From an optimization exercise on the open Yosys and OpenROAD flow, aimed at small area and a short achievable clock period; shortcuts taken in it are not production practice. Function was checked by simulation only, so behaviour that the tests miss may differ from the original. No activity file was given, so power comes from the tool's default toggle rates.

==> flow/design.v <==
module fft_r2sdf_stage #(
  parameter int unsigned N_LOG2 = 8,
  parameter int unsigned STAGE  = 0,
  parameter int unsigned DW     = 16
) (
  input  logic          clk,
  input  logic          rst_n,
  input  logic          din_valid,
  input  logic          din_sop,
  input  logic [DW-1:0] din_re,
  input  logic [DW-1:0] din_im,
  output logic          dout_valid,
  output logic          dout_sop,
  output logic [DW-1:0] dout_re,
  output logic [DW-1:0] dout_im,
  output logic [15:0]   dout_theta
);
  localparam int unsigned D   = 2 ** (N_LOG2 - 1 - STAGE);
  localparam int unsigned CW  = N_LOG2 - STAGE;
  localparam int unsigned DW1 = DW + 1;
  logic [CW-1:0]         cnt;
  logic                  primed;
  logic                  bfly, rot0;
  logic [15:0]           th_cnt;
  logic signed [DW-1:0]  a_re, a_im, pre_re, pre_im, fil_re, fil_im;
  logic signed [DW-1:0]  sum_re, sum_im, dif_re, dif_im;
  logic signed [DW-1:0]  o_re, o_im, push_re, push_im;
  logic signed [DW1-1:0] sum_re_w, sum_im_w, dif_re_w, dif_im_w;
  logic signed [DW-1:0]  dl_re [D];
  logic signed [DW-1:0]  dl_im [D];
  always_comb begin
    a_re   = dl_re[D-1];
    a_im   = dl_im[D-1];
    rot0   = ~cnt[CW-1] && (cnt[CW-2:0] > (CW-1)'(D/2));
    pre_re = rot0 ? a_im : a_re;
    pre_im = rot0 ? -a_re : a_im;
    th_cnt = '0;
    for (int i = 0; i < D; i++)
      if (cnt[CW-2:0] == (CW-1)'(i))
        th_cnt = 16'(-360 * ((i > D/2) ? i - D/2 : i));
    if (cnt[CW-1]) th_cnt = '0;
  end
  always_comb begin
    bfly     = cnt[CW-1] & ~din_sop;
    sum_re_w = DW1'(a_re) + DW1'($signed(din_re));
    sum_im_w = DW1'(a_im) + DW1'($signed(din_im));
    dif_re_w = DW1'(a_re) - DW1'($signed(din_re));
    dif_im_w = DW1'(a_im) - DW1'($signed(din_im));
    sum_re   = DW'(sum_re_w >>> 1);
    sum_im   = DW'(sum_im_w >>> 1);
    dif_re   = DW'(dif_re_w >>> 1);
    dif_im   = DW'(dif_im_w >>> 1);
    fil_re   = din_sop ? a_re : pre_re;
    fil_im   = din_sop ? a_im : pre_im;
    o_re     = bfly ? sum_re : fil_re;
    o_im     = bfly ? sum_im : fil_im;
    push_re  = bfly ? dif_re : din_re;
    push_im  = bfly ? dif_im : din_im;
  end
  always_ff @(posedge clk) begin
    if (din_valid) begin
      dl_re[0] <= push_re;
      dl_im[0] <= push_im;
      for (int unsigned i = 1; i < D; i++) begin
        dl_re[i] <= dl_re[i-1];
        dl_im[i] <= dl_im[i-1];
      end
    end
  end
  always_ff @(posedge clk) begin
    dout_re          <= o_re;
    dout_im          <= o_im;
    dout_theta[15:3] <= din_sop ? 13'd0 : th_cnt[15:3];
  end
  assign dout_theta[2:0] = 3'd0;   
  always_ff @(posedge clk or negedge rst_n) begin
    if (!rst_n) begin
      cnt        <= '0;
      primed     <= 1'b0;
      dout_valid <= 1'b0;
      dout_sop   <= 1'b0;
    end else begin
      dout_valid <= din_valid & (bfly | primed);
      dout_sop   <= din_valid & ~din_sop & (cnt == CW'(D));
      if (din_valid) begin
        cnt <= din_sop ? CW'(1) : cnt + CW'(1);
        if (bfly) primed <= 1'b1;
      end
    end
  end
endmodule
make LEC_CHECK=0 ABC_CLOCK_PERIOD_IN_PS=2000 CAP_MARGIN=20 CORE_MARGIN=2 CORE_UTILIZATION=40 SETUP_SLACK_MARGIN=3.0 SLEW_MARGIN=20 finish   # period 5.5 ns
run.sh (not shown) runs the stock make flow with config.mk's settings and CLKGATE_MAP_FILE= SYNTH_SCRIPT=/design/flow/synth_recipe.tcl, a recipe that flattens the netlist after the stock synthesis.
The starting point went through all stages and came out clean.
==> next run, changes <==
--- a/flow/config.mk
+++ b/flow/config.mk
@@ -10,3 +10,5 @@
 export CORE_MARGIN = 2
-export CORE_UTILIZATION = 40
+export CORE_UTILIZATION = 65
+export CTS_CLUSTER_DIAMETER = 80
+export CTS_CLUSTER_SIZE = 30
 export SETUP_SLACK_MARGIN = 3.0
Effect: Area after synthesis stays the same. Clock-buffer cell count went down by 273. Total power falls by 17%. First-iteration DRC count is higher by 1.4%. Cell area came out lower by 6.2%.

---

Setup of the baseline:
fft_r2sdf_stage, a different RTL version from the one above (not shown whole).
Size: about 5100 cells after synthesis.
clock: 5.5 ns
lec_check: 0
abc_clock_period_in_ps: 1000
cap_margin: 20
core_margin: 2
core_utilization: 65
cts_cluster_diameter: 70
cts_cluster_size: 30
setup_slack_margin: 2.98
slew_margin: 20
standard.sh (not shown) runs the stock make flow with config.mk's settings and CLKGATE_MAP_FILE= SYNTH_SCRIPT=/design/flow/synth_recipe.tcl, a recipe that flattens the netlist after the stock synthesis.
==> flow/flow/run.sh <==
#!/bin/bash
# Standard ORFS layout with three changes:
#  - synthesis maps adders as plain logic (no full-adder cells) and runs a delay-oriented
#    ABC script (flow/synth.tcl, flow/abc_speed.script); registers are the standard ones;
#  - the port buffers are plain buffers instead of the delay cells buffer_ports picks.
#  - all pins are placed on the middle of the left edge, so the datapath sits next to them.
set -euo pipefail
here=$(pwd)
export FLOW_ABC_SCRIPT=$here/flow/abc_speed.script
export FLOW_ABC_DONT_USE=$here/flow/abc_dont_use.txt
export BUFFER_PORTS_ARGS="-buffer_cell sky130_fd_sc_hd__buf_4"
export PLACE_PINS_ARGS="-exclude top:* -exclude bottom:* -exclude right:* -exclude left:0-130 -exclude left:330-452"
bash standard.sh SYNTH_SCRIPT=$here/flow/synth.tcl ADDER_MAP_FILE= finish > standard.log 2>&1
==> flow/flow/abc_dont_use.txt <==
sky130_fd_sc_hd__maj3_* sky130_fd_sc_hd__or4* sky130_fd_sc_hd__nor4* sky130_fd_sc_hd__and4* sky130_fd_sc_hd__nand4* sky130_fd_sc_hd__*2111* sky130_fd_sc_hd__*311*
==> flow/flow/abc_speed.script <==
&get -n
&st
&syn2
&if -g -K 6
&synch2
&if -g -K 6
&synch2
&nf {D}
&put
buffer -c
upsize {D}
dnsize {D}
==> flow/flow/synth.tcl <==
# synth_recipe.tcl (the standard synthesis) with one change: ABC's logic mapping runs the
# delay-oriented script flow/abc_speed.script instead of ORFS's, and does not map to the
# slow complex cells listed in flow/abc_dont_use.txt. Registers are untouched.
proc synth {args} { yosys synth -nofsm -noshare {*}$args }
proc abc {args} {
  set i [lsearch -exact $args -script]
  if {$i >= 0} { set args [lreplace $args [expr {$i + 1}] [expr {$i + 1}] $::env(FLOW_ABC_SCRIPT)] }
  set f [open $::env(FLOW_ABC_DONT_USE)]
  foreach c [read $f] { lappend args -dont_use $c }
  close $f
  yosys abc {*}$args
}
source $::env(SCRIPTS_DIR)/synth.tcl
# left out here: clear keep_hierarchy, flatten, clean up, hide names made inside functions, write 1_2_yosys.v
The baseline: no failed stages, no open violations at the end
diff inputs: the baseline => the candidate
Settings: SETUP_SLACK_MARGIN: 2.98 -> 3.2.
Notes after the runs:
The candidate reached the end of the flow, and the finished layout is clean on the timing, design-rule and antenna checks. Delta (the candidate minus the baseline): total routing resource utilization after global routing increased 0.27 points, total non-filler cell area in the finished layout moved up, worst path arrival time now sits lower, met3 global-route usage +0.21 points. The baseline ended up with sky130_fd_sc_hd__dfrtp_2 as its slowest cell on the critical path; the candidate ended up with sky130_fd_sc_hd__dfxtp_4. In the candidate relative to the baseline, total routed wire length on the met1 layer had gone up slightly. The candidate vs the baseline: area share of buffers outside the clock network up. Summary of the candidate over the baseline: worst-case vdd ir drop +0.041 mV, routability congestion estimate dropped about 1.4%.

---

Another version of the RTL of fft_r2sdf_stage (not shown whole).
For scale: roughly 5300 cells after synthesis, roughly 4200 flip-flops, about 86 I/O pins.
clock: 5.5 ns
lec_check: 0
abc_clock_period_in_ps: 800
cap_margin: 20
core_margin: 2
core_utilization: 65
cts_cluster_diameter: 80
cts_cluster_size: 30
setup_slack_margin: 3.0
slew_margin: 20
==> flow/flow/run.sh <==
#!/bin/bash
# Standard ORFS layout without the full-adder cell mapping, with the port buffers made from plain buffers instead of the
# delay-cell buffers buffer_ports picks by default.
set -euo pipefail
export BUFFER_PORTS_ARGS="-buffer_cell sky130_fd_sc_hd__buf_4"
bash standard.sh ADDER_MAP_FILE= finish > standard.log 2>&1
The baseline finished clean.
Rerun with:
==> flow/flow/run.sh (replaced) <==
#!/bin/bash
# Standard ORFS layout with three changes:
#  - synthesis maps adders as plain logic (no full-adder cells) and runs a delay-oriented
#    ABC script (flow/synth.tcl, flow/abc_speed.script); registers are the standard ones;
#  - the port buffers are plain buffers instead of the delay cells buffer_ports picks.
set -euo pipefail
here=$(pwd)
export FLOW_ABC_SCRIPT=$here/flow/abc_speed.script
export BUFFER_PORTS_ARGS="-buffer_cell sky130_fd_sc_hd__buf_4"
bash standard.sh SYNTH_SCRIPT=$here/flow/synth.tcl ADDER_MAP_FILE= finish > standard.log 2>&1
==> flow/flow/abc_speed.script (new file) <==
&get -n
&st
&syn2
&if -g -K 6
&synch2
&if -g -K 6
&synch2
&nf {D}
&put
buffer -c
upsize {D}
dnsize {D}
==> flow/flow/synth.tcl (new file) <==
# synth_recipe.tcl (the standard synthesis) with one change: ABC's logic mapping runs the
# delay-oriented script flow/abc_speed.script instead of ORFS's. Registers are untouched.
proc synth {args} { yosys synth -nofsm -noshare {*}$args }
proc abc {args} {
  set i [lsearch -exact $args -script]
  if {$i >= 0} { set args [lreplace $args [expr {$i + 1}] [expr {$i + 1}] $::env(FLOW_ABC_SCRIPT)] }
  yosys abc {*}$args
}
source $::env(SCRIPTS_DIR)/synth.tcl
# left out here: clear keep_hierarchy, flatten, clean up, hide names made inside functions, write 1_2_yosys.v
--- a/flow/config.mk
+++ b/flow/config.mk
@@ -6,10 +6,10 @@
 export NUM_CORES = 4
 export LEC_CHECK = 0
-export ABC_CLOCK_PERIOD_IN_PS = 800
+export ABC_CLOCK_PERIOD_IN_PS = 1000
 export CAP_MARGIN = 20
 export CORE_MARGIN = 2
-export CORE_UTILIZATION = 65
+export CORE_UTILIZATION = 75
 export CTS_CLUSTER_DIAMETER = 80
 export CTS_CLUSTER_SIZE = 30
-export SETUP_SLACK_MARGIN = 3.0
+export SETUP_SLACK_MARGIN = 3.3
 export SLEW_MARGIN = 20
This time the run stopped in clock tree synthesis (4_1_cts) on DPL-0033; area after synthesis hardly moves; synthesized cell count went down by about 1.1%.
Rerun with:
--- a/flow/config.mk
+++ b/flow/config.mk
@@ -9,7 +9,7 @@
 export CAP_MARGIN = 20
 export CORE_MARGIN = 2
-export CORE_UTILIZATION = 75
+export CORE_UTILIZATION = 65
 export CTS_CLUSTER_DIAMETER = 80
 export CTS_CLUSTER_SIZE = 30
-export SETUP_SLACK_MARGIN = 3.3
+export SETUP_SLACK_MARGIN = 3.2
 export SLEW_MARGIN = 20
- The changed run went through all stages and came out clean
- synthesized area is unchanged
- synthesized cell count is unchanged
Rerun with:
==> flow/flow/run.sh (replaced) <==
#!/bin/bash
# Standard ORFS layout, with the port buffers made from plain buffers instead of the
# delay-cell buffers buffer_ports picks by default.
set -euo pipefail
export BUFFER_PORTS_ARGS="-buffer_cell sky130_fd_sc_hd__buf_4"
bash standard.sh > standard.log 2>&1
--- a/flow/config.mk
+++ b/flow/config.mk
@@ -6,5 +6,5 @@
 export NUM_CORES = 4
 export LEC_CHECK = 0
-export ABC_CLOCK_PERIOD_IN_PS = 1000
+export ABC_CLOCK_PERIOD_IN_PS = 2000
 export CAP_MARGIN = 20
 export CORE_MARGIN = 2
@@ -12,4 +12,4 @@
 export CTS_CLUSTER_DIAMETER = 80
 export CTS_CLUSTER_SIZE = 30
-export SETUP_SLACK_MARGIN = 3.2
+export SETUP_SLACK_MARGIN = 3.0
 export SLEW_MARGIN = 20
removed: flow/flow/abc_speed.script
removed: flow/flow/synth.tcl
What happened:
- The changed run ran to the end with no violations
- cell area went up slightly
- total power went up slightly
- wire length went up slightly
- sequential share of layout area went down by 1.2 points
- hold slack is worse by 0.013 ns

==> static timing again, ports no longer ideal <==
The results above use ideal ports. As a check the final layouts listed here were re-extracted and re-timed, cells and wires unchanged. Step 1 sets driving cells, clkbuf_16 on the clock port and buf_2 on the other inputs (assumed; they add their load-dependent delay and slew). Step 2, shift: input delay + t, output delay - t, t = (earliest + latest rising clock arrival at the registers) / 2. This alone moves slack from input paths to output paths. Slacks: no drivers / after step 1 / after step 2; pairs: no drivers / after step 1.
run | t (ns) | setup WS [ns] | hold WS [ns] | worst register clock-pin slew, ns | worst slew at a driven data input, ns
the first run of note 1 | 0.961 | 2.811 / 2.725 / 1.764 | 0.380 / 0.380 / 0.380 | 0.07 / 0.07 | 0.34
the second run of note 1 | 0.918 | 2.765 / 2.641 / 1.723 | 0.410 / 0.410 / 0.410 | 0.11 / 0.11 | 0.25
the baseline | 0.889 | 2.998 / 2.917 / 2.266 | 0.328 / 0.269 / 0.415 | 0.11 / 0.11 | 0.09
the candidate | 0.894 | 3.040 / 2.979 / 2.363 | 0.314 / 0.277 / 0.400 | 0.11 / 0.11 | 0.26
the first run of note 3 | 0.912 | 2.376 / 2.376 / 1.568 | 0.094 / 0.030 / 0.400 | 0.12 / 0.12 | 0.18
the third run of note 3 | 0.887 | 2.988 / 2.903 / 2.277 | 0.128 / 0.120 / 0.403 | 0.11 / 0.11 | 0.16
the fourth run of note 3 | 0.907 | 2.528 / 2.528 / 1.732 | 0.116 / 0.058 / 0.402 | 0.11 / 0.11 | 0.26
After both steps setup and hold are still met in every run listed. The setup slack of the first run of note 1, which loses most, moves by -0.086 ns with the drivers and by -1.047 ns with both steps.
